Background: an optimization exercise with open tools, aiming at small area and few clock cycles per item. Do not read the settings as production practice. Function was checked by simulation only, so behaviour that the tests miss may differ from the original. Power and IR drop assume default switching activity.

File: design/flow/constraint.sdc
create_clock -name core_clock -period 3.5 [get_ports {clk}]
set_input_delay 0.7000 -clock core_clock [delete_from_list [all_inputs] [get_ports {clk}]]
set_output_delay 0.7000 -clock core_clock [all_outputs]
set_load 0.01 [all_outputs]
File: design/flow/standard.sh
#!/bin/bash
# synth_recipe.tcl (not shown) runs the flow's synth.tcl, then flattens the netlist and writes it again
# the make line also repeats each setting of config.mk as NAME=value (left out here)
make -C /OpenROAD-flow-scripts/flow DESIGN_CONFIG=/design/flow/config.mk WORK_HOME=/design/flow/orfs CLKGATE_MAP_FILE= SYNTH_SCRIPT=/design/flow/synth_recipe.tcl "${@:-finish}"
File: design/flow/design.v
package spq_pkg;
  localparam int SPQ_DEPTH         = 16;
  localparam int SPQ_PAYLOAD_BITS  = 32;
  localparam int SPQ_PRIORITY_BITS = 8;
  typedef enum logic {
    OP_ENQ = 1'b0,
    OP_DEQ = 1'b1
  } spq_op_t;
  typedef enum logic [1:0] {
    ST_DONE  = 2'd0,
    ST_EMPTY = 2'd1,
    ST_FULL  = 2'd2
  } spq_status_t;
  typedef struct packed {
    logic enq;
    logic deq;
  } spq_ctl_t;
endpackage
module spq_cell
#(
  parameter int W    = spq_pkg::SPQ_PAYLOAD_BITS + spq_pkg::SPQ_PRIORITY_BITS,
  parameter int KIND = 0    
) (
  input  logic         clk,
  input  logic         enq,         
  input  logic         pop,         
  input  logic         keep_prev,   
  input  logic         keep_here,   
  input  logic         keep_next,   
  input  logic [W-1:0] new_data,
  input  logic [W-1:0] left_data,
  input  logic [W-1:0] right_data,
  output logic [W-1:0] data
);
  logic stay, prev_stay, moved;
  logic sel_hold, sel_new, sel_left, sel_right;
  always_comb begin
    stay      = pop ? keep_next : keep_here;
    prev_stay = (KIND == 1) ? 1'b1 : (pop ? keep_here : keep_prev);
    moved     = enq && !stay;
    sel_new   = moved && prev_stay;
    sel_right = pop && !moved;
    sel_left  = !pop && moved && !prev_stay;
    sel_hold  = (!pop && !moved) || (pop && moved && !prev_stay);
    if (KIND == 2) begin
      sel_hold  = sel_hold || sel_right;
      sel_right = 1'b0;
    end
  end
  localparam int NDRV = 2;
  logic [NDRV-1:0] skip_hold, skip_new, skip_left, skip_right;
  for (genvar d = 0; d < NDRV; d++) begin : g_drv
    spq_not u_hold  (.a(sel_hold),  .y(skip_hold[d]));
    spq_not u_new   (.a(sel_new),   .y(skip_new[d]));
    spq_not u_left  (.a(sel_left),  .y(skip_left[d]));
    spq_not u_right (.a(sel_right), .y(skip_right[d]));
  end
  logic [W-1:0] data_r, data_nxt;
  for (genvar b = 0; b < W; b++) begin : g_bit
    localparam int D = b * NDRV / W;
    if (KIND == 1) begin : g_head
      spq_pick3 u_pick (
        .skip_a (skip_hold[D]),  .a_bit (data_r[b]),
        .skip_b (skip_new[D]),   .b_bit (new_data[b]),
        .skip_c (skip_right[D]), .c_bit (right_data[b]),
        .bit_nxt (data_nxt[b])
      );
    end else if (KIND == 2) begin : g_tail
      spq_pick3 u_pick (
        .skip_a (skip_hold[D]),  .a_bit (data_r[b]),
        .skip_b (skip_new[D]),   .b_bit (new_data[b]),
        .skip_c (skip_left[D]),  .c_bit (left_data[b]),
        .bit_nxt (data_nxt[b])
      );
    end else begin : g_inner
      spq_pick4 u_pick (
        .skip_a (skip_hold[D]),  .a_bit (data_r[b]),
        .skip_b (skip_new[D]),   .b_bit (new_data[b]),
        .skip_c (skip_left[D]),  .c_bit (left_data[b]),
        .skip_d (skip_right[D]), .d_bit (right_data[b]),
        .bit_nxt (data_nxt[b])
      );
    end
  end
  always_ff @(posedge clk) begin
    data_r <= data_nxt;
  end
  assign data = data_r;
endmodule
module spq_not (
  input  logic a,
  output logic y
);
  assign y = ~a;
endmodule
module spq_pick4 (
  input  logic skip_a, a_bit,
  input  logic skip_b, b_bit,
  input  logic skip_c, c_bit,
  input  logic skip_d, d_bit,
  output logic bit_nxt
);
  assign bit_nxt = (skip_a | a_bit) & (skip_b | b_bit)
                 & (skip_c | c_bit) & (skip_d | d_bit);
endmodule
module spq_pick3 (
  input  logic skip_a, a_bit,
  input  logic skip_b, b_bit,
  input  logic skip_c, c_bit,
  output logic bit_nxt
);
  assign bit_nxt = (skip_a | a_bit) & (skip_b | b_bit) & (skip_c | c_bit);
endmodule
module stable_priority_queue
#(
  parameter int DEPTH         = spq_pkg::SPQ_DEPTH,
  parameter int PAYLOAD_BITS  = spq_pkg::SPQ_PAYLOAD_BITS,
  parameter int PRIORITY_BITS = spq_pkg::SPQ_PRIORITY_BITS,
  parameter int CNT_W         = $clog2(DEPTH + 1)
) (
  input  logic                            clk,
  input  logic                            rst_n,
  input  logic                            in_valid,
  output logic                            in_ready,
  input  logic                            in_opcode,
  input  logic [PAYLOAD_BITS-1:0]         in_payload,
  input  logic signed [PRIORITY_BITS-1:0] in_priority,
  output logic                            out_valid,
  input  logic                            out_ready,
  output logic [1:0]                      out_status,
  output logic [PAYLOAD_BITS-1:0]         out_item,
  output logic [CNT_W-1:0]                out_occupancy
);
  localparam int W = PAYLOAD_BITS + PRIORITY_BITS;
  logic [CNT_W-1:0] count_r;
  logic             out_valid_r;
  logic             pend_r;
  logic [1:0]       status_r;
  logic fire, is_deq, full, empty, enq_ok, deq_ok, pop;
  logic [W-1:0]             slot [DEPTH];
  logic [DEPTH-1:0]         occ;
  logic [DEPTH:0]           keep;
  logic [W-1:0]             new_data;
  logic [PRIORITY_BITS-1:0] new_key;
  assign in_ready = !out_valid_r || out_ready;
  assign fire     = in_valid && in_ready;
  assign is_deq   = (in_opcode == spq_pkg::OP_DEQ);
  assign full     = (count_r == CNT_W'(DEPTH));
  assign empty    = (count_r == '0);
  assign enq_ok   = fire && !is_deq && !full;
  assign deq_ok   = fire && is_deq && !empty;
  assign pop      = pend_r && out_ready;
  assign new_key  = {~in_priority[PRIORITY_BITS-1], in_priority[PRIORITY_BITS-2:0]};
  assign new_data = {new_key, in_payload};
  always_comb begin
    for (int i = 0; i < DEPTH; i++) begin
      logic gt, eq;
      gt = 1'b0;
      eq = 1'b1;
      for (int b = 0; b < CNT_W; b++) begin
        if (((i >> b) & 1) == 1) begin
          gt = count_r[b] & gt;
          eq = count_r[b] & eq;
        end else begin
          gt = count_r[b] | gt;
          eq = ~count_r[b] & eq;
        end
      end
      occ[i] = gt | (pend_r & eq);
    end
  end
  for (genvar i = 0; i < DEPTH; i++) begin : g_keep
    logic ge;
    always_comb begin
      ge = 1'b1;
      for (int k = 0; k < PRIORITY_BITS; k++)
        ge = (slot[i][PAYLOAD_BITS+k] & ~new_key[k])
           | ((slot[i][PAYLOAD_BITS+k] | ~new_key[k]) & ge);
    end
    assign keep[i] = occ[i] & ge;
  end
  assign keep[DEPTH] = 1'b0;
  for (genvar i = 0; i < DEPTH; i++) begin : g_cell
    logic [W-1:0] ldat, rdat;
    logic         kprev;
    if (i == 0) begin : g_head
      assign kprev = 1'b1;
      assign ldat  = new_data;
    end else begin : g_body
      assign kprev = keep[i-1];
      assign ldat  = slot[i-1];
    end
    if (i == DEPTH - 1) begin : g_tail
      assign rdat = slot[i];
    end else begin : g_inner
      assign rdat = slot[i+1];
    end
    spq_cell #(
      .W    (W),
      .KIND ((i == 0) ? 1 : ((i == DEPTH - 1) ? 2 : 0))
    ) u_cell (
      .clk        (clk),
      .enq        (enq_ok),
      .pop        (pop),
      .keep_prev  (kprev),
      .keep_here  (keep[i]),
      .keep_next  (keep[i+1]),
      .new_data   (new_data),
      .left_data  (ldat),
      .right_data (rdat),
      .data       (slot[i])
    );
  end
  always_ff @(posedge clk) begin
    if (!rst_n) begin
      count_r     <= '0;
      out_valid_r <= 1'b0;
      pend_r      <= 1'b0;
    end else begin
      if (fire) begin
        out_valid_r <= 1'b1;
        pend_r      <= deq_ok;
        if (enq_ok)      count_r <= count_r + CNT_W'(1);
        else if (deq_ok) count_r <= count_r - CNT_W'(1);
      end else if (out_ready) begin
        out_valid_r <= 1'b0;
        pend_r      <= 1'b0;
      end
    end
    if (fire) begin
      if (enq_ok || deq_ok) status_r <= spq_pkg::ST_DONE;
      else if (is_deq)      status_r <= spq_pkg::ST_EMPTY;
      else                  status_r <= spq_pkg::ST_FULL;
    end
  end
  assign out_valid     = out_valid_r;
  assign out_status    = status_r;
  assign out_item      = slot[0][PAYLOAD_BITS-1:0] & {PAYLOAD_BITS{pend_r}};
  assign out_occupancy = count_r;
endmodule
File: design/flow/flow/run.sh
#!/bin/bash
# The standard layout, with two changes:
# - clock tree synthesis clusters up to 30 flip-flops per leaf buffer and adds
#   no dummy loads;
# - the port buffers are buf_2 cells.
# The full make output is kept in standard.log in this folder; ORFS keeps each
# step's log under orfs/logs/.
set -euo pipefail
export CTS_ARGS="-sink_clustering_enable -repair_clock_nets -dont_use_dummy_load -sink_clustering_size 30 -sink_clustering_max_diameter 80"
export BUFFER_PORTS_ARGS="-buffer_cell sky130_fd_sc_hd__buf_2"
bash standard.sh > standard.log 2>&1
File: design/flow/config.mk
export PLATFORM = sky130hd
export DESIGN_NAME = stable_priority_queue
export DESIGN_NICKNAME = stable_priority_queue
export VERILOG_FILES = /design/flow/design.v
export SDC_FILE = /design/flow/constraint.sdc
export NUM_CORES = 4
export LEC_CHECK = 0
export CAP_MARGIN = 0
export CORE_MARGIN = 2
export CORE_UTILIZATION = 55
export GPL_TIMING_DRIVEN = 0
export SETUP_SLACK_MARGIN = 0.25
export SLEW_MARGIN = 0
export SYNTH_HIERARCHICAL = 1
==> summary.txt, run 1 <==
RSZ-0062 raised after global routing true; post-route insts no fill 4080; hpwl dp 59.57 mm; Mapped Avg Cell Area 8.471 um^2; initial core utilization 55.61%; detailed-route via count 27400; crit path capture type flip-flop; I/O pin cnt 86; max-slew violations 0; reg-to-reg startpoint count_r[2]; Layout Area Growth over Synthesis 12.66%; worst endpoint required time 3.96 ns; Setup CP Type input pin to flip-flop; final setup margin 0.2230 ns; CTS tree yes; setup total negative slack 0 ns; 1st-pass router iterations 6; Iteration-0 DRC Markers 3131; CTS Hold Bufs 0; vias in the first global route 24560; final net count 3467; ANT nets after route 0; clk root buf clkbuf_16; layout cells sized above 1 11.80%; Critical Path AT 3.74 ns; met2 routed WL 36.93 mm; clk_skew 0.04984 ns; max frequency 305.2 MHz; Die H 226.0 um; DR top layer met4; number of fill cells in the layout 4130; M1 WL 39.51 mm; H-tree Lvls 2; Final period util 93.63%; Hold Path Class input pin to flip-flop; final hold slack 0.3790 ns; first-pass GRT wire length 133.0 mm; # diodes 0; relative slew slack 45.35%; die area 51080 um^2; core box area 48750 um^2; outcome timing/DRC/antenna clean; Syn Inst Count 3200; setup violators final 0; final WL 86.46 mm; max-cap violations 0; Congestion Overflow GR 0; VDD IR-drop max 0.6008 mV; later-pin clock latency in the skew report 0.60 ns; Final Total Pwr 0.02890 W; mapped cell area 27110 um^2; largest net degree at the start of global routing 79; Least-Margin Pin Slew 0.8189 ns; # rows 81; startpoint types input pin; DR DRC count 0; CTS max path bufs 3; Fin. Hold Viols 0; worst hold start in_valid; pwr dens 946.4 nW/um^2; Pleak 10.66 nW; Clock Sinks 649; Critical Path Start in_priority[2]; Final min period 3.277 ns; dpl ws -0.9478 ns; Buffers on Ports 84; CTS clk-pin slew, worst paths 0.08 ns; crit path max fanout 17; CTS buffer count 37; met3 wire length 8.077 mm; reg2reg path depth 11; initial antenna violation count 0; Cells on Worst Hold Path 3; Die W 226.0 um; vias per cell 6.715; syn nets 3249; DR WL/cell 21.19 um; Inst Count DP 3949; gp weighted congestion 0.8611; YS warnings 11; GRT Util Overall 31.81%
[where the power goes]
part / leakage (nW) / internal [W] / total (W) / switching, W
clock network: 0.456 / 0.00189 / 0.00428 / 0.00238
logic: 4.78 / 0.00460 / 0.0104 / 0.00576
registers: 5.43 / 0.0109 / 0.0143 / 0.00340
total: 10.7 / 0.0174 / 0.0289 / 0.0115
[metrics by stage]
| stage | cell area [um^2] | util (%) |
|---|---|---|
| after detailed placement | 28380 | 58.22 |
| final | 30540 | 62.65 |
| after global routing | 30540 | 62.65 |
| after CTS | 29980 | 61.51 |
| after floorplan | 27110 | - |
| after global placement | 28360 | 58.18 |
[metal layers]
metal	global-route usage, %	vias to the layer above
met5	0	-
met4	8.234	0
met3	3.825	122
met2	46.97	1491
met1	48.86	12900
li1	-	12880
[placed cells by master (no fill, tap or decap), types with 5 or more instances in the layout]
cell and instances:
inv_2 57, maj3_1 23, a21boi_0 15, buf_4 50, and2_1 36, a221oi_2 5
a22oi_1 8, a41o_2 14, inv_1 76, clkbuf_2 13, nand2_1 22, nor2b_1 28
nand2b_1 25, nor4bb_1 11, buf_6 9, o21ai_1 8, nand4bb_1 14, a21oi_1 21
o21ai_0 38, dfxtp_1 646, clkbuf_1 5, o21a_1 7, nor2_1 737, nor3b_1 11
buf_2 81, o211ai_1 5, buf_12 10, clkinvlp_4 71, maj3_2 18, clkbuf_16 37
o22ai_1 1210
[final cells by class]
cell class | instances | area [um^2] | share of cell area [%]
clock buffers | 37 | 925.9 | 3.032
repair buffers | 141 | 1007 | 3.298
well taps | 664 | 830.8 | 2.720
repair inverters | 38 | 282.8 | 0.9259
plain buffers | 29 | 173.9 | 0.5695
inverters | 169 | 769.5 | 2.520
flip-flops and latches | 649 | 13010 | 42.61
multi-input cells | 2353 | 13540 | 44.32
[flip-flops by register name, summed over array words and instances, names as in the netlist]
register,flops
count_r,5
g_cell.u_cell.data_r,640
out_valid_r,1
pend_r,1
status_r,2
[critical path, cell delays in order]
cell and delay, ns:
buf_6 0.15, buf_4 0.19, inv_1 0.08, clkbuf_4 0.25, buf_6 0.20, o21ai_0 0.11, a221oi_1 0.30, o21ai_0 0.17
a21oi_2 0.34, nor4bb_2 0.34, a41o_2 0.27, buf_4 0.17, clkinvlp_4 0.20, o22ai_1 0.19, nor2_1 0.07
[worst paths after layout]
path         slack [ns]                           end
min reg2reg        0.49  g_cell[15].u_cell.data_r[27]
max                0.22   g_cell[8].u_cell.data_r[11]
max reg2reg        0.35  g_cell[10].u_cell.data_r[22]
min                0.38                   out_valid_r
[repair_timing]
item	4_1_cts	5_1_grt
gates resized for setup	113	118
pin swaps	2	7
endpoints found under the hold margin	0	0
cloned	21	17
buffers inserted	35	21
setup endpoints to repair	640	640
Testbench counts, summed over its fixed seeds: cycles 24,008, items 24,000.
==> run 2: changes to the inputs <==
--- a/design/flow/config.mk
+++ b/design/flow/config.mk
@@ -7,7 +7,7 @@
 export LEC_CHECK = 0
 export CAP_MARGIN = 0
 export CORE_MARGIN = 2
-export CORE_UTILIZATION = 55
+export CORE_UTILIZATION = 68
 export GPL_TIMING_DRIVEN = 0
 export SETUP_SLACK_MARGIN = 0.25
 export SLEW_MARGIN = 0
==> summary.txt, run 2 <==
ANT nets after route 0 (unchanged); CTS tree yes; first-pass GRT wire length 131.6 mm (-1.0%); crit path capture type flip-flop; number of fill cells in the layout 2736 (-34%); hpwl dp 57.78 mm (-3.0%); CTS buffer count 29 (-22%); clk_skew 0.06636 ns (+0.01652 ns); final setup margin 0.2416 ns (+0.01864 ns); Final Total Pwr 0.02861 W (-1.0%); dpl ws -0.8818 ns (+0.06602 ns); DR DRC count 0 (unchanged); most frequent cells in the layout 1210 x o22ai_1, 738 x nor2_1, 647 x dfxtp_1, 79 x buf_2, 78 x inv_1; max FFs per register 640 (unchanged); worst endpoint required time 4.01 ns (+0.05 ns); later-pin clock latency in the skew report 0.64 ns (+0.04 ns); syn nets 3249 (unchanged); initial core utilization 68.54% (+13 points); Inst Count DP 3810 (-3.5%); mapped cell area 27110 um^2 (unchanged); CTS max path bufs 3 (unchanged); Die H 203.7 um (-9.9%); largest net degree at the start of global routing 79 (unchanged); post-route insts no fill 3935 (-3.6%); crit path max fanout 17 (unchanged); detailed-route via count 28450 (+3.8%); relative slew slack 47.97% (+2.6 points); DR WL/cell 22.06 um (+4.1%); startpoint types input pin; YS warnings 11 (unchanged); Buffers on Ports 84 (unchanged); outcome timing/DRC/antenna clean; Final min period 3.258 ns (-0.01864 ns); initial antenna violation count 1 (+1); Least-Margin Pin Slew 0.7796 ns (-0.03930 ns); Iteration-0 DRC Markers 3385 (+8.1%); max-slew violations 0 (unchanged); Setup CP Type input pin to flip-flop; Critical Path AT 3.76 ns (+0.02 ns); H-tree Lvls 1 (-1); layout cells sized above 1 11.47% (-0.33 points); Clock Sinks 649 (unchanged); Final period util 93.10% (-0.53 points); Top reg by flops g_cell.u_cell.data_r; # rows 73 (-9.9%); Mapped Avg Cell Area 8.471 um^2 (unchanged); final net count 3460 (-0.20%); most common cell after layout, fill and taps aside o22ai_1; Layout Area Growth over Synthesis 11.21%; Hold Path Class input pin to flip-flop; pwr dens 949.1 nW/um^2 (+0.28%); VDD IR-drop max 0.8031 mV (+34%); core box area 39550 um^2 (-19%); CTS Hold Bufs 0 (unchanged); Syn Inst Count 3200 (unchanged); max-cap violations 0 (unchanged); CTS clk-pin slew, worst paths 0.11 ns (+0.03 ns); biggest regs g_cell.u_cell.data_r (640), count_r (5), status_r (2); max frequency 306.9 MHz (+0.57%); 1st-pass router iterations 8 (+2); I/O pin cnt 86 (unchanged); vias per cell 7.230 (+7.7%); GRT Util Overall 38.10% (+6.3 points); final WL 86.82 mm (+0.43%); Die W 203.7 um (-9.9%); Fin. Hold Viols 0 (unchanged); die area 41480 um^2 (-19%); RSZ-0062 raised after global routing true; clk root buf clkbuf_16; setup violators final 0 (unchanged); gp weighted congestion 0.9265 (+7.6%); Pleak 10.54 nW (-1.2%); vias in the first global route 25430 (+3.5%); Congestion Overflow GR 0 (unchanged)
run 2: cell types whose count changed in the layout (fill, tap and decap cells not counted), moves of 3 or more:
cell       before  now
clkbuf_1        5    8
nor3b_2         4    7
buf_6           9    6
clkbuf_16      37   29
o21ai_0        38   35
run 2: per-layer routing:
metal  vias to the layer above  wire length (um)  GRT usage [%]
li1                      12870                 -              -
met3                       259             10670          5.497
met5                         -                 0              0
met2                      2161             38110          58.42
met1                     13170             35030          56.46
met4                         0              3012          9.567
run 2: worst max-delay path, stage by stage:
cell        delay [ns]
buf_4             0.24
buf_6             0.22
clkinvlp_4        0.20
buf_4             0.24
a222oi_1          0.37
nand2_1           0.15
a221oi_2          0.27
a211oi_2          0.11
buf_4             0.19
nand4bb_1         0.20
o21ai_2           0.22
clkinvlp_4        0.21
buf_4             0.19
o22ai_1           0.17
nor2_1            0.07
run 2: cell type report:
class	instances	area (um^2)	area share, %
Sequential cell	649	13010	43.16
Tap cell	525	656.9	2.179
Multi-Input combinational cell	2353	13540	44.92
Clock buffer	29	725.7	2.407
Buffer	29	170.2	0.5645
Inverter	169	763.2	2.532
Antenna cell	1	2.502	0.008301
Timing Repair inverter	42	310.3	1.029
Timing Repair Buffer	138	963.4	3.196
run 2: report_power, final:
part | internal [W] | switching, W
clock network | 0.00148 | 0.00228
logic | 0.00460 | 0.00596
registers | 0.0109 | 0.00342
total | 0.0169 | 0.0117
run 2: repair_timing:
item,4_1_cts,5_1_grt
cloned,11,31
buffers inserted,13,40
endpoints found under the setup margin,640,640
gates resized for setup,71,160
pin swaps,3,8
run 2: worst paths after layout:
path | startpoint | endpoint | slack [ns] | depth (start not counted)
max reg2reg | count_r[4] | g_cell[3].u_cell.data_r[23] | 0.28 | 12
min reg2reg | g_cell[15].u_cell.data_r[20] | g_cell[14].u_cell.data_r[20] | 0.48 | 2
max | in_priority[3] | g_cell[1].u_cell.data_r[10] | 0.24 | 15
min | in_valid | out_valid_r | 0.35 | 3
run 2: metrics by stage:
stage	setup TNS, ns	cell area [um^2]	utilization, %	hold WS (ns)
finish	0	30150	76.23	0.3538
global route	0	30150	76.23	0.3534
CTS	0	29290	74.05	0.3421
detailed placement	-463.69	28210	71.32	0.4725
global placement	-418.15	28190	71.27	0.4650
floorplan	0	27110	-	0.4561
==> run 3: changes to the inputs <==
==> design/flow/flow/run.sh (replaced) <==
#!/bin/bash
# The standard layout, with two changes:
# - clock tree synthesis clusters up to 20 flip-flops per leaf buffer and adds
#   no dummy loads;
# - the port buffers are buf_2 cells.
# The full make output is kept in standard.log in this folder; ORFS keeps each
# step's log under orfs/logs/.
set -euo pipefail
export CTS_ARGS="-sink_clustering_enable -repair_clock_nets -dont_use_dummy_load -sink_clustering_size 20 -sink_clustering_max_diameter 60"
export BUFFER_PORTS_ARGS="-buffer_cell sky130_fd_sc_hd__buf_2"
bash standard.sh > standard.log 2>&1
==> design/flow/config.mk (replaced) <==
export PLATFORM = sky130hd
export DESIGN_NAME = stable_priority_queue
export DESIGN_NICKNAME = stable_priority_queue
export VERILOG_FILES = /design/flow/design.v
export SDC_FILE = /design/flow/constraint.sdc
export NUM_CORES = 4
export LEC_CHECK = 0
export CAP_MARGIN = 20
export CORE_MARGIN = 2
export CORE_UTILIZATION = 55
export GPL_TIMING_DRIVEN = 0
export SETUP_SLACK_MARGIN = 0.2
export SLEW_MARGIN = 20
export SYNTH_HIERARCHICAL = 1
==> summary.txt, run 3 <==
Congestion Overflow GR 0 (unchanged); mapped cell area 27110 um^2 (unchanged); pwr dens 962.0 nW/um^2 (+1.4%); largest net degree at the start of global routing 93 (+18%); CTS tree yes; outcome timing/DRC/antenna clean; Die W 226.0 um (+11%); worst endpoint required time 3.97 ns (-0.04 ns); hpwl dp 59.50 mm (+3.0%); CTS max path bufs 3 (unchanged); initial antenna violation count 1 (unchanged); later-pin clock latency in the skew report 0.61 ns (-0.03 ns); most frequent cells in the layout 1210 x o22ai_1, 737 x nor2_1, 647 x dfxtp_1, 89 x inv_1, 80 x buf_2; first-pass GRT wire length 131.0 mm (-0.43%); Top reg by flops g_cell.u_cell.data_r; Seq pwr share 48.6% (-1.3 points); area of the multi-input gates 13500 um^2 (-0.32%); Layout Area Growth over Synthesis 12.69%; met1 Use GR 48.64% (-7.8 points); Syn Inst Count 3200 (unchanged); vias per cell 6.684 (-7.5%); 1st-pass router iterations 6 (-2); Critical Path AT 3.83 ns (+0.07 ns); layout cells sized above 1 11.10% (-0.37 points); max-slew violations 0 (unchanged); Setup CP Type input pin to flip-flop; GRT Util Overall 31.40% (-6.7 points); YS warnings 11 (unchanged); relative slew slack 37.27% (-11 points); Least-Margin Pin Slew 0.9410 ns (+0.1614 ns); most common cell after layout, fill and taps aside o22ai_1; P_int 0.01776 W (+4.8%); final hold slack 0.3616 ns (+0.007783 ns); Hold Path Class input pin to flip-flop; M3 GR Usage 4.593% (-0.90 points); max frequency 297.2 MHz (-3.2%); DR DRC count 0 (unchanged); I/O pin cnt 86 (unchanged); startpoint types input pin; Fin. Hold Viols 0 (unchanged); H-tree Lvls 2 (+1); CTS buffer count 46 (+59%); dpl ws -0.9397 ns (-0.05788 ns); VDD IR-drop max 0.5148 mV (-36%); Mapped Avg Cell Area 8.471 um^2 (unchanged); clk_skew 0.03475 ns (-0.03161 ns); CTS clk-pin slew, worst paths 0.08 ns (-0.03 ns); Gate power share 35.1% (-1.8 points); final net count 3465 (+0.14%); Final min period 3.365 ns (+0.1066 ns); Clock Sinks 649 (unchanged); final WL 86.89 mm (about the same); vias in the first global route 24120 (-5.2%); Pleak 10.67 nW (+1.2%); Sw Pwr 0.01162 W (-0.37%); FF+latch area 13010 um^2 (unchanged); RSZ-0062 raised after global routing true; Final period util 96.14% (+3.0 points); clk root buf clkbuf_16; gp weighted congestion 0.8611 (-7.1%); setup violators final 0 (unchanged); # rows 81 (+11%); number of fill cells in the layout 4127 (+51%); core box area 48750 um^2 (+23%); met2 usage 45.72% (-13 points); share of total power in the clock network 16.4% (+3.3 points); syn nets 3249 (unchanged); initial core utilization 55.61% (-13 points); Buffers on Ports 84 (unchanged); Most Crowded Layer GR met1; DR WL/cell 21.30 um (-3.5%); biggest regs g_cell.u_cell.data_r (640), count_r (5), status_r (2); die area 51080 um^2 (+23%); crit path capture type flip-flop; Iteration-0 DRC Markers 3316 (-2.0%); final setup margin 0.1351 ns (-0.1066 ns); Die H 226.0 um (+11%); final core utilization 62.67% (-14 points); max FFs per register 640 (unchanged); Sw Ratio 39.55% (-1.2 points); detailed-route via count 27270 (-4.2%); crit path max fanout 22 (+5); max-cap violations 0 (unchanged); ANT nets after route 0 (unchanged)
-- run 3: worst paths after layout --
path | slack (ns) | cells past startpoint | startpoint | to
setup / recovery | 0.14 | 13 | in_priority[6] | g_cell[6].u_cell.data_r[39]
hold / removal | 0.36 | 3 | in_valid | out_valid_r
setup reg to reg | 0.26 | 8 | count_r[2] | g_cell[6].u_cell.data_r[39]
hold reg to reg | 0.48 | 2 | g_cell[15].u_cell.data_r[6] | g_cell[15].u_cell.data_r[6]
-- run 3: worst max-delay path, cell delays in order --
cell and delay (ns):
clkbuf_4 0.31, inv_1 0.10, clkbuf_2 0.24, clkbuf_2 0.31, a22oi_1 0.25, nand3_1 0.13, o211ai_1 0.13, a21oi_2 0.14
nor4bb_1 0.60, a41o_4 0.36, clkinvlp_4 0.28, o22ai_1 0.17, nor2_1 0.08
-- run 3: final cells by class --
type,count,share of cell area (%)
Inverter,169,2.466
Multi-Input combinational cell,2353,44.19
Clock buffer,46,3.768
Timing Repair inverter,43,1.032
Timing Repair Buffer,125,2.679
Sequential cell,649,42.60
Tap cell,664,2.720
Antenna cell,1,0.008192
Buffer,29,0.5447
-- run 3: repair_timing --
action / CTS / global route
hold buffers: 0 / 0
endpoints found under the setup margin: 640 / 640
buffers inserted: 18 / 23
gates cloned: 11 / 32
resized for setup: 73 / 134
pin swaps: 2 / 2
-- run 3: metrics by stage --
stage / TNS (ns) / std cells / total power [W] / area [um^2]
floorplan: 0 / 3200 / 0.02059 / 27110
global placement: -474.69 / 3948 / 0.02296 / 28360
detailed placement: -507.50 / 3948 / 0.02368 / 28360
CTS: 0 / 4023 / 0.02867 / 29900
global route: 0 / 4079 / 0.03127 / 30550
finish: 0 / 4079 / 0.02939 / 30550
-- run 3: per-layer routing --
layer	share of wire, %	wire, um
met5	0	0
met1	46	39940
met3	9.0	7854
met4	2.4	2091
met2	43	37010
-- run 3: power groups by stage --
stage | clock network, W | registers (W) | logic [W]
2_1_floorplan | 0 | 0.0130 | 0.00755
6_report | 0.00481 | 0.0143 | 0.0103
4_1_cts | 0.00486 | 0.0141 | 0.00968
5_1_grt | 0.00513 | 0.0147 | 0.0114
3_3_place_gp | 0 | 0.0141 | 0.00882
3_5_place_dp | 0 | 0.0143 | 0.00938
==> run 4: changes to the inputs <==
--- a/design/flow/design.v
+++ b/design/flow/design.v
@@ -22,8 +22,10 @@
   parameter int KIND = 0    
 ) (
   input  logic         clk,
-  input  logic         enq,         
-  input  logic         pop,         
+  input  logic         m_enq,       
+  input  logic         m_both,      
+  input  logic         m_pop,       
+  input  logic         m_idle,      
   input  logic         keep_prev,   
   input  logic         keep_here,   
   input  logic         keep_next,   
@@ -32,21 +34,20 @@
   input  logic [W-1:0] right_data,
   output logic [W-1:0] data
 );
-  logic stay, prev_stay, moved;
   logic sel_hold, sel_new, sel_left, sel_right;
-  always_comb begin
-    stay      = pop ? keep_next : keep_here;
-    prev_stay = (KIND == 1) ? 1'b1 : (pop ? keep_here : keep_prev);
-    moved     = enq && !stay;
-    sel_new   = moved && prev_stay;
-    sel_right = pop && !moved;
-    sel_left  = !pop && moved && !prev_stay;
-    sel_hold  = (!pop && !moved) || (pop && moved && !prev_stay);
-    if (KIND == 2) begin
-      sel_hold  = sel_hold || sel_right;
-      sel_right = 1'b0;
-    end
-  end
+  spq_sel #(.KIND(KIND)) u_sel (
+    .m_enq      (m_enq),
+    .m_both     (m_both),
+    .m_pop      (m_pop),
+    .m_idle     (m_idle),
+    .keep_prev  (keep_prev),
+    .keep_here  (keep_here),
+    .keep_next  (keep_next),
+    .sel_hold   (sel_hold),
+    .sel_new    (sel_new),
+    .sel_left   (sel_left),
+    .sel_right  (sel_right)
+  );
   localparam int NDRV = 2;
   logic [NDRV-1:0] skip_hold, skip_new, skip_left, skip_right;
   for (genvar d = 0; d < NDRV; d++) begin : g_drv
@@ -87,6 +88,38 @@
   end
   assign data = data_r;
 endmodule
+module spq_sel
+#(
+  parameter int KIND = 0    
+) (
+  input  logic m_enq,
+  input  logic m_both,
+  input  logic m_pop,
+  input  logic m_idle,
+  input  logic keep_prev,
+  input  logic keep_here,
+  input  logic keep_next,
+  output logic sel_hold,
+  output logic sel_new,
+  output logic sel_left,
+  output logic sel_right
+);
+  logic kp, kb, kn;
+  assign kp = (KIND == 1) ? 1'b1 : keep_prev;
+  assign kb = (KIND == 1) ? 1'b1 : keep_here;
+  assign kn = (KIND == 2) ? 1'b0 : keep_next;
+  always_comb begin
+    sel_new   = (m_enq && kp && !keep_here) || (m_both && kb && !kn);
+    sel_left  = m_enq && !kp;
+    if (KIND == 2) begin
+      sel_right = 1'b0;
+      sel_hold  = m_idle || m_pop || (keep_here && m_enq) || (!kb && m_both);
+    end else begin
+      sel_right = m_pop || (m_both && kn);
+      sel_hold  = m_idle || (keep_here && m_enq) || (!kb && m_both);
+    end
+  end
+endmodule
 module spq_not (
   input  logic a,
   output logic y
@@ -150,8 +183,13 @@
   assign enq_ok   = fire && !is_deq && !full;
   assign deq_ok   = fire && is_deq && !empty;
   assign pop      = pend_r && out_ready;
+  logic m_enq, m_both, m_pop, m_idle;
+  assign m_enq  = enq_ok && !pop;
+  assign m_both = enq_ok && pop;
+  assign m_pop  = !enq_ok && pop;
+  assign m_idle = !enq_ok && !pop;
   assign new_key  = {~in_priority[PRIORITY_BITS-1], in_priority[PRIORITY_BITS-2:0]};
-  assign new_data = {new_key, in_payload};
+  assign new_data = {~new_key, in_payload};
   always_comb begin
     for (int i = 0; i < DEPTH; i++) begin
       logic gt, eq;
@@ -170,14 +208,14 @@
     end
   end
   for (genvar i = 0; i < DEPTH; i++) begin : g_keep
-    logic ge;
+    logic lt;
     always_comb begin
-      ge = 1'b1;
+      lt = 1'b0;
       for (int k = 0; k < PRIORITY_BITS; k++)
-        ge = (slot[i][PAYLOAD_BITS+k] & ~new_key[k])
-           | ((slot[i][PAYLOAD_BITS+k] | ~new_key[k]) & ge);
-    end
-    assign keep[i] = occ[i] & ge;
+        lt = (slot[i][PAYLOAD_BITS+k] & new_key[k])
+           | ((slot[i][PAYLOAD_BITS+k] | new_key[k]) & lt);
+    end
+    assign keep[i] = occ[i] & !lt;
   end
   assign keep[DEPTH] = 1'b0;
   for (genvar i = 0; i < DEPTH; i++) begin : g_cell
@@ -200,8 +238,10 @@
       .KIND ((i == 0) ? 1 : ((i == DEPTH - 1) ? 2 : 0))
     ) u_cell (
       .clk        (clk),
-      .enq        (enq_ok),
-      .pop        (pop),
+      .m_enq      (m_enq),
+      .m_both     (m_both),
+      .m_pop      (m_pop),
+      .m_idle     (m_idle),
       .keep_prev  (kprev),
       .keep_here  (keep[i]),
       .keep_next  (keep[i+1]),
==> design/flow/flow/run.sh (replaced) <==
#!/bin/bash
# The standard layout, with two changes:
# - clock tree synthesis clusters up to 30 flip-flops per leaf buffer and adds
#   no dummy loads;
# - the port buffers are buf_2 cells.
# The full make output is kept in standard.log in this folder; ORFS keeps each
# step's log under orfs/logs/.
set -euo pipefail
export CTS_ARGS="-sink_clustering_enable -repair_clock_nets -dont_use_dummy_load -sink_clustering_size 30 -sink_clustering_max_diameter 80"
export BUFFER_PORTS_ARGS="-buffer_cell sky130_fd_sc_hd__buf_2"
bash standard.sh > standard.log 2>&1
==> design/flow/config.mk (replaced) <==
export PLATFORM = sky130hd
export DESIGN_NAME = stable_priority_queue
export DESIGN_NICKNAME = stable_priority_queue
export VERILOG_FILES = /design/flow/design.v
export SDC_FILE = /design/flow/constraint.sdc
export NUM_CORES = 4
export LEC_CHECK = 0
export CAP_MARGIN = 0
export CORE_MARGIN = 2
export CORE_UTILIZATION = 55
export GPL_TIMING_DRIVEN = 0
export SETUP_SLACK_MARGIN = 0.25
export SLEW_MARGIN = 0
export SYNTH_HIERARCHICAL = 1
==> summary.txt, run 4 <==
Hold Path Class input pin to flip-flop; clk_skew 0.04842 ns (+0.01367 ns); vias per cell 6.837 (+2.3%); most frequent cells in the layout 1218 x o22ai_1, 744 x nor2_1, 646 x dfxtp_1, 94 x clkinvlp_4, 88 x buf_2; Critical Path AT 3.72 ns (-0.11 ns); max FFs per register 640 (unchanged); max-slew violations 0 (unchanged); Setup CP Type input pin to flip-flop; Top reg by flops g_cell.u_cell.data_r; max frequency 308.0 MHz (+3.6%); first-pass GRT wire length 133.4 mm (+1.8%); Final Cell Area 30300 um^2 (-0.81%); ANT nets after route 0 (unchanged); worst endpoint required time 3.97 ns (about the same); DR WL/cell 22.45 um (+5.4%); Final min period 3.247 ns (-0.1183 ns); max-cap violations 0 (unchanged); final WL 90.44 mm (+4.1%); DR DRC count 0 (unchanged); hpwl dp 59.95 mm (+0.75%); Cells on Worst Hold Path 3 (unchanged); Iteration-0 DRC Markers 3591 (+8.3%); largest net degree at the start of global routing 31 (-67%); setup total negative slack 0 ns (unchanged); GRT Util Overall 32.26% (+0.86 points); # rows 80 (-1.2%); mapped cell area 26770 um^2 (-1.3%); Layout Area Growth over Synthesis 13.20%; Fin. Hold Viols 0 (unchanged); startpoint types input pin; Clock Sinks 649 (unchanged); CTS tree yes; die area 50450 um^2 (-1.2%); Buffers on Ports 83 (-1.2%); area of the multi-input gates 13490 um^2 (about the same); I/O pin cnt 86 (unchanged); initial core utilization 55.94% (+0.33 points); number of fill cells in the layout 3964 (-3.9%); RSZ-0062 raised after global routing true; initial antenna violation count 2 (+1); pwr dens 848.3 nW/um^2 (-12%); crit path max fanout 17 (-23%); Mapped Avg Cell Area 8.394 um^2 (-0.92%); clk root buf clkbuf_16; 1st-pass router iterations 5 (-1); final hold slack 0.4012 ns (+0.03960 ns); most common cell after layout, fill and taps aside o22ai_1; later-pin clock latency in the skew report 0.60 ns (about the same); Syn Inst Count 3189 (-0.34%); Pleak 10.13 nW (-5.0%); final net count 3463 (-0.058%); outcome timing/DRC/antenna clean; vias in the first global route 24270 (+0.63%); placed cell area 28020 um^2 (-1.2%); Congestion Overflow GR 0 (unchanged); FF+latch area 13010 um^2 (about the same); core box area 47850 um^2 (-1.9%); Final period util 92.76% (-3.4 points); gp weighted congestion 0.9443 (+9.7%); reg2reg path depth 11 (+3); Die H 224.6 um (-0.62%); detailed-route via count 27540 (+1.0%); relative slew slack 45.90% (+8.6 points); syn nets 3238 (-0.34%); Least-Margin Pin Slew 0.8106 ns (-0.1304 ns); setup violators final 0 (unchanged); R2R Setup Slk 0.26 ns (about the same); Die W 224.6 um (-0.62%); layout cells sized above 1 11.40% (+0.30 points); YS warnings 14 (+3); Final Total Pwr 0.02570 W (-13%); VDD IR-drop max 0.5104 mV (-0.86%); biggest regs g_cell.u_cell.data_r (640), count_r (5), status_r (2); CTS clk-pin slew, worst paths 0.10 ns (+0.02 ns); crit path capture type flip-flop; H-tree Lvls 2 (unchanged); CTS max path bufs 3 (unchanged); CTS Hold Bufs 0 (unchanged); CTS buffer count 36 (-22%)
## run 4: cell count changes in the layout (fill, tap and decap cells not counted), sizes merged, moves of 15 or more
cell | before | now
a21o | 2 | 18
a21boi | 19 | 2
inv | 140 | 93
o22ai | 1210 | 1227
clkinvlp | 72 | 94
buf | 129 | 150
maj3 | 41 | 20
nand2b | 25 | 1
a211o | 1 | 16
nand2 | 23 | 48
a21oi | 27 | 51
nor3b | 16 | 0
## run 4: final timing paths
path / startpoint / to
max reg2reg: count_r[2] / g_cell[14].u_cell.data_r[8]
max: in_priority[7] / g_cell[14].u_cell.data_r[8]
min: in_valid / out_valid_r
min reg2reg: g_cell[15].u_cell.data_r[22] / g_cell[15].u_cell.data_r[22]
## run 4: critical path, stage by stage
cell	delay [ns]
clkbuf_4	0.27
buf_2	0.31
inv_1	0.20
clkbuf_2	0.36
a32oi_1	0.23
o21ai_0	0.13
a211oi_2	0.26
buf_4	0.25
nand2_1	0.12
o22ai_4	0.23
buf_4	0.19
clkinvlp_4	0.08
buf_4	0.18
o22ai_1	0.13
nor2_1	0.07
## run 4: layout make-up
type,instances,share of cell area [%]
multi-input cells,2366,44.51
well taps,615,2.540
flip-flops and latches,649,42.95
repair buffers,140,2.915
repair inverters,43,1.065
plain buffers,34,0.6070
inverters,144,2.432
diodes,1,0.008259
clock buffers,36,2.973
## run 4: per-stage QoR
step | util [%] | setup WS [ns] | instances
3_5_place_dp | 58.57 | -1.138 | 3887
6_report | 63.33 | 0.2534 | 4028
4_1_cts | 61.11 | 0.1675 | 3938
5_1_grt | 63.33 | 0.1794 | 4028
3_3_place_gp | 58.55 | -0.9900 | 3887
2_1_floorplan | - | 0.2661 | 3189
## run 4: report_power, final
group	switching [W]	total [W]	internal (W)
Combinational	0.00424	0.00771	0.00347
Sequential	0.00322	0.0138	0.0106
Clock	0.00238	0.00422	0.00184
## run 4: what timing repair did
action / CTS / global route
pin swaps: 3 / 13
gates cloned: 6 / 41
buffers inserted: 9 / 48
endpoints found under the setup margin: 640 / 640
resized for setup: 55 / 152
endpoints found under the hold margin: 0 / 0
## run 4: metal layers
metal | GRT usage [%] | up-vias | share of wire [%]
li1 | - | 12860 | -
met1 | 51.52 | 12890 | 45
met2 | 46.11 | 1629 | 42
met3 | 4.585 | 157 | 10
met4 | 5.747 | 0 | 2.5
met5 | 0 | - | 0
Testbench counts of run 4, summed over its fixed seeds: cycles 24,008, items 24,000.
==> run 5: changes to the inputs <==
--- a/design/flow/config.mk
+++ b/design/flow/config.mk
@@ -7,7 +7,7 @@
 export LEC_CHECK = 0
 export CAP_MARGIN = 0
 export CORE_MARGIN = 2
-export CORE_UTILIZATION = 55
+export CORE_UTILIZATION = 68
 export GPL_TIMING_DRIVEN = 0
 export SETUP_SLACK_MARGIN = 0.25
 export SLEW_MARGIN = 0
==> summary.txt, run 5 <==
outcome timing/DRC/antenna clean; final hold slack 0.3870 ns (-0.01419 ns); worst endpoint required time 3.99 ns (+0.02 ns); P_int 0.01545 W (-2.6%); final core utilization 76.80% (+13 points); CTS buffer count 29 (-19%); Mapped Avg Cell Area 8.394 um^2 (unchanged); Iteration-0 DRC Markers 3786 (+5.4%); RSZ-0062 raised after global routing true; Final Total Pwr 0.02513 W (-2.2%); most frequent cells in the layout 1218 x o22ai_1, 744 x nor2_1, 647 x dfxtp_1, 87 x inv_1, 85 x buf_2; met1 Use GR 58.44% (+6.9 points); Final Cell Area 29750 um^2 (-1.8%); Buf/Inv on CP 2 (-6); initial antenna violation count 1 (-1); Critical Path AT 3.84 ns (+0.12 ns); CTS tree yes; share of total power in the clock network 14.8% (-1.6 points); Sw Pwr 0.009686 W (-1.5%); syn nets 3238 (unchanged); number of fill cells in the layout 2660 (-33%); relative slew slack 48.23% (+2.3 points); Setup CP Type flip-flop to flip-flop; max frequency 298.8 MHz (-3.0%); met2 usage 55.69% (+9.6 points); max-cap violations 0 (unchanged); core box area 38740 um^2 (-19%); GRT Util Overall 37.86% (+5.6 points); gp weighted congestion 0.9895 (+4.8%); most used cell, CP maj3_2; vias per cell 7.250 (+6.0%); VDD IR-drop max 0.5772 mV (+13%); CTS Hold Bufs 0 (unchanged); mapped cell area 26770 um^2 (unchanged); pwr dens 844.8 nW/um^2 (-0.41%); # rows 72 (-10%); Cells on Worst Hold Path 3 (unchanged); startpoint types flip-flop; Die W 202.4 um (-9.9%); Gate power share 30.3% (+0.3 points); ANT nets after route 0 (unchanged); Sw Ratio 38.54% (+0.27 points); clk root buf clkbuf_16; Seq pwr share 54.9% (+1.3 points); Layout Area Growth over Synthesis 11.14%; M3 GR Usage 6.175% (+1.6 points); DR WL/cell 22.27 um (-0.81%); Die H 202.4 um (-9.9%); Syn Inst Count 3189 (unchanged); Hold Path Class input pin to flip-flop; Congestion Overflow GR 0 (unchanged); CP top delay family compound AO/OA/AOI/OAI gates; crit path capture type flip-flop; crit path max fanout 10 (-7); Final min period 3.346 ns (+0.09960 ns); Pleak 9.940 nW (-1.9%); setup violators final 0 (unchanged); most common cell after layout, fill and taps aside o22ai_1; die area 40970 um^2 (-19%); H-tree Lvls 1 (-1); first-pass GRT wire length 129.9 mm (-2.6%); biggest regs g_cell.u_cell.data_r (640), count_r (5), status_r (2); final setup margin 0.1538 ns (-0.09960 ns); reg2reg path depth 11 (unchanged); max-slew violations 0 (unchanged); Clock Sinks 649 (unchanged); Max stage delay on crit path 0.47 ns (+0.11 ns); detailed-route via count 28280 (+2.7%); CTS clk-pin slew, worst paths 0.11 ns (about the same); vias in the first global route 24960 (+2.8%); Least-Margin Pin Slew 0.7757 ns (-0.03491 ns); CP cell instances a21oi_1 -> o31ai_2 -> maj3_2 -> maj3_2 -> a221o_1 -> a222oi_1 -> buf_4 -> a21o_2 -> clkinvlp_2 -> o22ai_1 -> nor2_1; layout cells sized above 1 10.29% (-1.1 points); Levels on crit path 11 (-4); I/O pin cnt 86 (unchanged); hpwl dp 57.32 mm (-4.4%); largest net degree at the start of global routing 31 (unchanged); later-pin clock latency in the skew report 0.62 ns (+0.02 ns); clk_skew 0.04564 ns (-0.002778 ns); CTS max path bufs 3 (unchanged); DR DRC count 0 (unchanged); placed cell area 27900 um^2 (-0.45%); YS warnings 14 (unchanged); Top reg by flops g_cell.u_cell.data_r; max FFs per register 640 (unchanged); initial core utilization 69.10% (+13 points); 1st-pass router iterations 6 (+1); dpl ws -1.008 ns (+0.1295 ns); Final period util 95.61% (+2.8 points); Most Crowded Layer GR met1; crit path max-delay cell type clkinvlp_2; final net count 3433 (-0.87%); final WL 86.88 mm (-3.9%); Fin. Hold Viols 0 (unchanged); Buffers on Ports 83 (unchanged)
run 5: changes by cell type in the layout (fill, tap and decap cells not counted), moves of 2 or more:
| cell | previous run | this run |
|---|---|---|
| a211o_1 | 4 | 6 |
| clkinvlp_4 | 94 | 79 |
| clkinvlp_2 | 0 | 10 |
| clkbuf_16 | 36 | 29 |
| o21ai_1 | 8 | 6 |
| buf_2 | 88 | 85 |
| inv_2 | 8 | 6 |
| inv_1 | 83 | 87 |
| buf_4 | 57 | 33 |
| a211o_4 | 3 | 1 |
| o21ai_0 | 28 | 30 |
| clkbuf_4 | 3 | 5 |
run 5: area by class of cell:
type                            count  area [um^2]  area share [%]
Multi-Input combinational cell   2367        13440           45.19
Sequential cell                   649        13010           43.74
Inverter                          144        728.2           2.448
Clock buffer                       29        725.7           2.439
Timing Repair Buffer              118        721.9           2.427
Tap cell                          518        648.1           2.179
Timing Repair inverter             41        282.8          0.9505
Buffer                             34        185.2          0.6225
Antenna cell                        1        2.502        0.008411
run 5: worst paths after layout:
| path | from | endpoint | slack (ns) |
|---|---|---|---|
| worst min-delay path | in_valid | out_valid_r | 0.39 |
| worst min register to register | g_cell[15].u_cell.data_r[31] | g_cell[14].u_cell.data_r[31] | 0.47 |
| worst max register to register | g_cell[15].u_cell.data_r[32] | g_cell[14].u_cell.data_r[10] | 0.15 |
| worst max-delay path | g_cell[15].u_cell.data_r[32] | g_cell[14].u_cell.data_r[10] | 0.15 |
run 5: what timing repair did:
| item | in CTS | in global routing |
|---|---|---|
| pin swaps | 3 | 13 |
| cloned | 3 | 43 |
| setup buffers | 5 | 30 |
| endpoints found under the setup margin | 640 | 649 |
| gates resized for setup | 41 | 142 |
run 5: metal layers:
metal	wire length, um	part of all wire [%]
met2	37350	43
met5	0	0
met1	35500	41
met4	2384	2.7
met3	11640	13
run 5: worst register-to-register path: stages, from the launching register on:
cell and delay, ns:
dfxtp_1 0.38, a21oi_1 0.19, o31ai_2 0.09, maj3_2 0.31, maj3_2 0.31, a221o_1 0.28, a222oi_1 0.41, buf_4 0.23
a21o_2 0.22, clkinvlp_2 0.47, o22ai_1 0.27, nor2_1 0.07
run 5: metrics by stage:
step	cells	setup TNS [ns]
final	3901	0
after global routing	3901	0
after floorplan	3189	0
after CTS	3827	0
after global placement	3790	-363.68
after detailed placement	3790	-444.97
run 5: power groups by stage:
stage	Clock, W	Combinational (W)	Sequential, W
after floorplan	0	0.00557	0.0126
after global placement	0	0.00643	0.0135
after detailed placement	0	0.00688	0.0138
after CTS	0.00370	0.00702	0.0136
after global routing	0.00394	0.00840	0.0141
final	0.00372	0.00763	0.0138
==> run 6: changes to the inputs <==
--- a/design/flow/config.mk
+++ b/design/flow/config.mk
@@ -7,7 +7,7 @@
 export LEC_CHECK = 0
 export CAP_MARGIN = 0
 export CORE_MARGIN = 2
-export CORE_UTILIZATION = 68
+export CORE_UTILIZATION = 76
 export GPL_TIMING_DRIVEN = 0
 export SETUP_SLACK_MARGIN = 0.25
 export SLEW_MARGIN = 0
==> summary.txt, run 6 <==
1st-pass router iterations 9 (+3); Top reg by flops g_cell.u_cell.data_r; Die H 191.7 um (-5.3%); I/O pin cnt 86 (unchanged); Mapped Avg Cell Area 8.394 um^2 (unchanged); CTS clk-pin slew, worst paths 0.11 ns (about the same); setup violators final 0 (unchanged); R2R Setup Slk 0.07 ns (-0.08 ns); CP cell instances clkbuf_1 -> or3_1 -> a31oi_2 -> a2111oi_0 -> or3_4 -> nor2b_1 -> a211o_2 -> clkinvlp_4 -> o22ai_1 -> nor2_1; post-route insts no fill 3799 (-2.6%); DR DRC count 0 (unchanged); Layout Area Growth over Synthesis 9.078%; CTS max path bufs 3 (unchanged); r2r endpoint g_cell[12].u_cell.data_r[24]; crit path capture type flip-flop; GRT Util Overall 41.83% (+4.0 points); Max stage delay on crit path 0.49 ns (+0.02 ns); placed cell area 27820 um^2 (-0.28%); max FFs per register 640 (unchanged); biggest regs g_cell.u_cell.data_r (640), count_r (5), status_r (2); CTS buffer count 27 (-6.9%); gp weighted congestion 0.9567 (-3.3%); RSZ-0062 raised after global routing true; max-slew violations 0 (unchanged); hpwl dp 56.87 mm (-0.78%); Iteration-0 DRC Markers 4816 (+27%); final net count 3394 (-1.1%); final hold slack 0.3805 ns (-0.006510 ns); Final Total Pwr 0.02486 W (-1.1%); Buffers on Ports 83 (unchanged); clk root buf clkbuf_16; Final period util 97.86% (+2.3 points); CTS Hold Bufs 0 (unchanged); later-pin clock latency in the skew report 0.61 ns (about the same); vias per cell 7.516 (+3.7%); clk_skew 0.04304 ns (-0.002598 ns); pwr dens 851.6 nW/um^2 (+0.80%); CP top delay family compound AO/OA/AOI/OAI gates; most frequent cells in the layout 1221 x o22ai_1, 744 x nor2_1, 647 x dfxtp_1, 93 x inv_1, 91 x buf_2; relative slew slack 48.55% (+0.32 points); Clock Sinks 649 (unchanged); max-cap violations 0 (unchanged); Critical Path AT 3.90 ns (+0.06 ns); DR WL/cell 21.89 um (-1.7%); reg2reg path depth 10 (-1); CTS tree yes; most common cell after layout, fill and taps aside o22ai_1; syn nets 3238 (unchanged); Fin. Hold Viols 0 (unchanged); final WL 83.17 mm (-4.3%); Die W 191.7 um (-5.3%); YS warnings 14 (unchanged); H-tree Lvls 1 (unchanged); initial antenna violation count 0 (-1); Buf/Inv on CP 2 (unchanged); Syn Inst Count 3189 (unchanged); Levels on crit path 10 (-1); Hold Path Class input pin to flip-flop; VDD IR-drop max 0.6109 mV (+5.8%); Critical Path Start count_r[1]; dpl ws -0.9050 ns (+0.1034 ns); first-pass GRT wire length 128.0 mm (-1.5%); detailed-route via count 28550 (+0.96%); layout cells sized above 1 8.555% (-1.7 points); ANT nets after route 0 (unchanged); # rows 68 (-5.6%); crit path max-delay cell type a31oi_2; largest net degree at the start of global routing 31 (unchanged); Final Cell Area 29200 um^2 (-1.9%); crit path max fanout 10 (unchanged); CP endpoint g_cell[12].u_cell.data_r[24]; Pleak 9.849 nW (-0.91%); final setup margin 0.07475 ns (-0.07900 ns); outcome timing/DRC/antenna clean; core box area 34630 um^2 (-11%); die area 36740 um^2 (-10%); startpoint types flip-flop; Least-Margin Pin Slew 0.7717 ns (-0.003963 ns); worst endpoint required time 3.97 ns (-0.02 ns); mapped cell area 26770 um^2 (unchanged); vias in the first global route 25360 (+1.6%); Setup CP Type flip-flop to flip-flop; Inst Count DP 3727 (-1.7%); reg-to-reg startpoint count_r[1]; initial core utilization 77.30% (+8.2 points); Congestion Overflow GR 0 (unchanged); max frequency 291.9 MHz (-2.3%); Final min period 3.425 ns (+0.07900 ns)
[run 6: worst min-delay path by stage]
| stage | from | to | slack (ns) | cells past startpoint |
|---|---|---|---|---|
| 6_report | in_valid | out_valid_r | 0.38 | 3 |
| 5_1_grt | rst_n | count_r[2] | 0.38 | 2 |
| 4_1_cts | rst_n | count_r[3] | 0.37 | 2 |
| 3_5_place_dp | g_cell[15].u_cell.data_r[9] | g_cell[15].u_cell.data_r[9] | 0.47 | 2 |
| 3_3_place_gp | g_cell[15].u_cell.data_r[20] | g_cell[15].u_cell.data_r[20] | 0.47 | 2 |
| 2_1_floorplan | g_cell[15].u_cell.data_r[0] | g_cell[15].u_cell.data_r[0] | 0.46 | 2 |
[run 6: cell type report]
cell class                      count  area (um^2)
Timing Repair inverter             16        115.1
Multi-Input combinational cell   2366        13330
Fill cell                        2037         5431
Tap cell                          455        569.3
Clock buffer                       27        675.6
Sequential cell                   649        13010
Inverter                          144        685.7
Timing Repair Buffer              107        635.6
Buffer                             34        170.2
Antenna cell                        1        2.502
[run 6: timing repair]
item / CTS / global route
buffers inserted: 9 / 15
resized for setup: 40 / 79
endpoints found under the setup margin: 640 / 645
pin swaps: 4 / 6
cloned: 3 / 17
[run 6: metal layers]
metal / track usage [%] / wire [um]
met5: 2.335 / 54
met4: 9.320 / 2026
met3: 8.149 / 12670
met1: 62.59 / 32890
met2: 62.37 / 35530
[run 6: worst reg2reg max path: stages (launching register included)]
cell and delay [ns]:
dfxtp_1 0.37, clkbuf_1 0.22, or3_1 0.41, a31oi_2 0.49
a2111oi_0 0.20, or3_4 0.49, nor2b_1 0.17, a211o_2 0.30
clkinvlp_4 0.30, o22ai_1 0.26, nor2_1 0.08
[run 6: report_power, final]
group	internal [W]	switching [W]	leakage (nW)
Sequential	0.0105	0.00326	5.37
Clock	0.00138	0.00219	0.333
Combinational	0.00334	0.00414	4.14
Total	0.0153	0.00959	9.85
[run 6: metrics by stage]
step	TNS (ns)	utilization (%)
floorplan	0	-
global placement	-305.34	80.32
detailed placement	-420.34	80.34
CTS	0	82.91
global route	0	84.31
finish	0	84.31

## re-timing with driven ports
Ports are ideal in the flow. The routed layouts listed here were re-timed in OpenROAD.
Step 1, drivers: a clkbuf_16 drives clk and a buf_2 each remaining input, both assumed.
Step 2 also shifts input and output timing later by t, the mid clock arrival at the registers, as if the neighbouring blocks saw the same clock.
a / b / c = ideal / step 1 / step 2; a / b = the first two.
run | shift t [ns] | setup WS [ns] | worst setup path at the end | worst register clock-pin slew, ns
run 1 | 0.635 | 0.223 / 0.252 / -0.383 | input to register | 0.11 / 0.11
run 2 | 0.665 | 0.242 / 0.276 / -0.389 | input to register | 0.12 / 0.12
run 3 | 0.653 | 0.135 / 0.175 / -0.477 | input to register | 0.09 / 0.09
run 4 | 0.631 | 0.253 / 0.262 / -0.342 | input to register | 0.11 / 0.11
run 5 | 0.653 | 0.154 / 0.154 / -0.398 | input to register | 0.12 / 0.12
run 6 | 0.645 | 0.075 / 0.075 / -0.441 | input to register | 0.12 / 0.12
With both steps, setup timing fails in every run listed, where it was met with ideal ports. The setup slack of run 2, which loses most, moves by +0.034 ns with the drivers and by -0.631 ns with both steps.
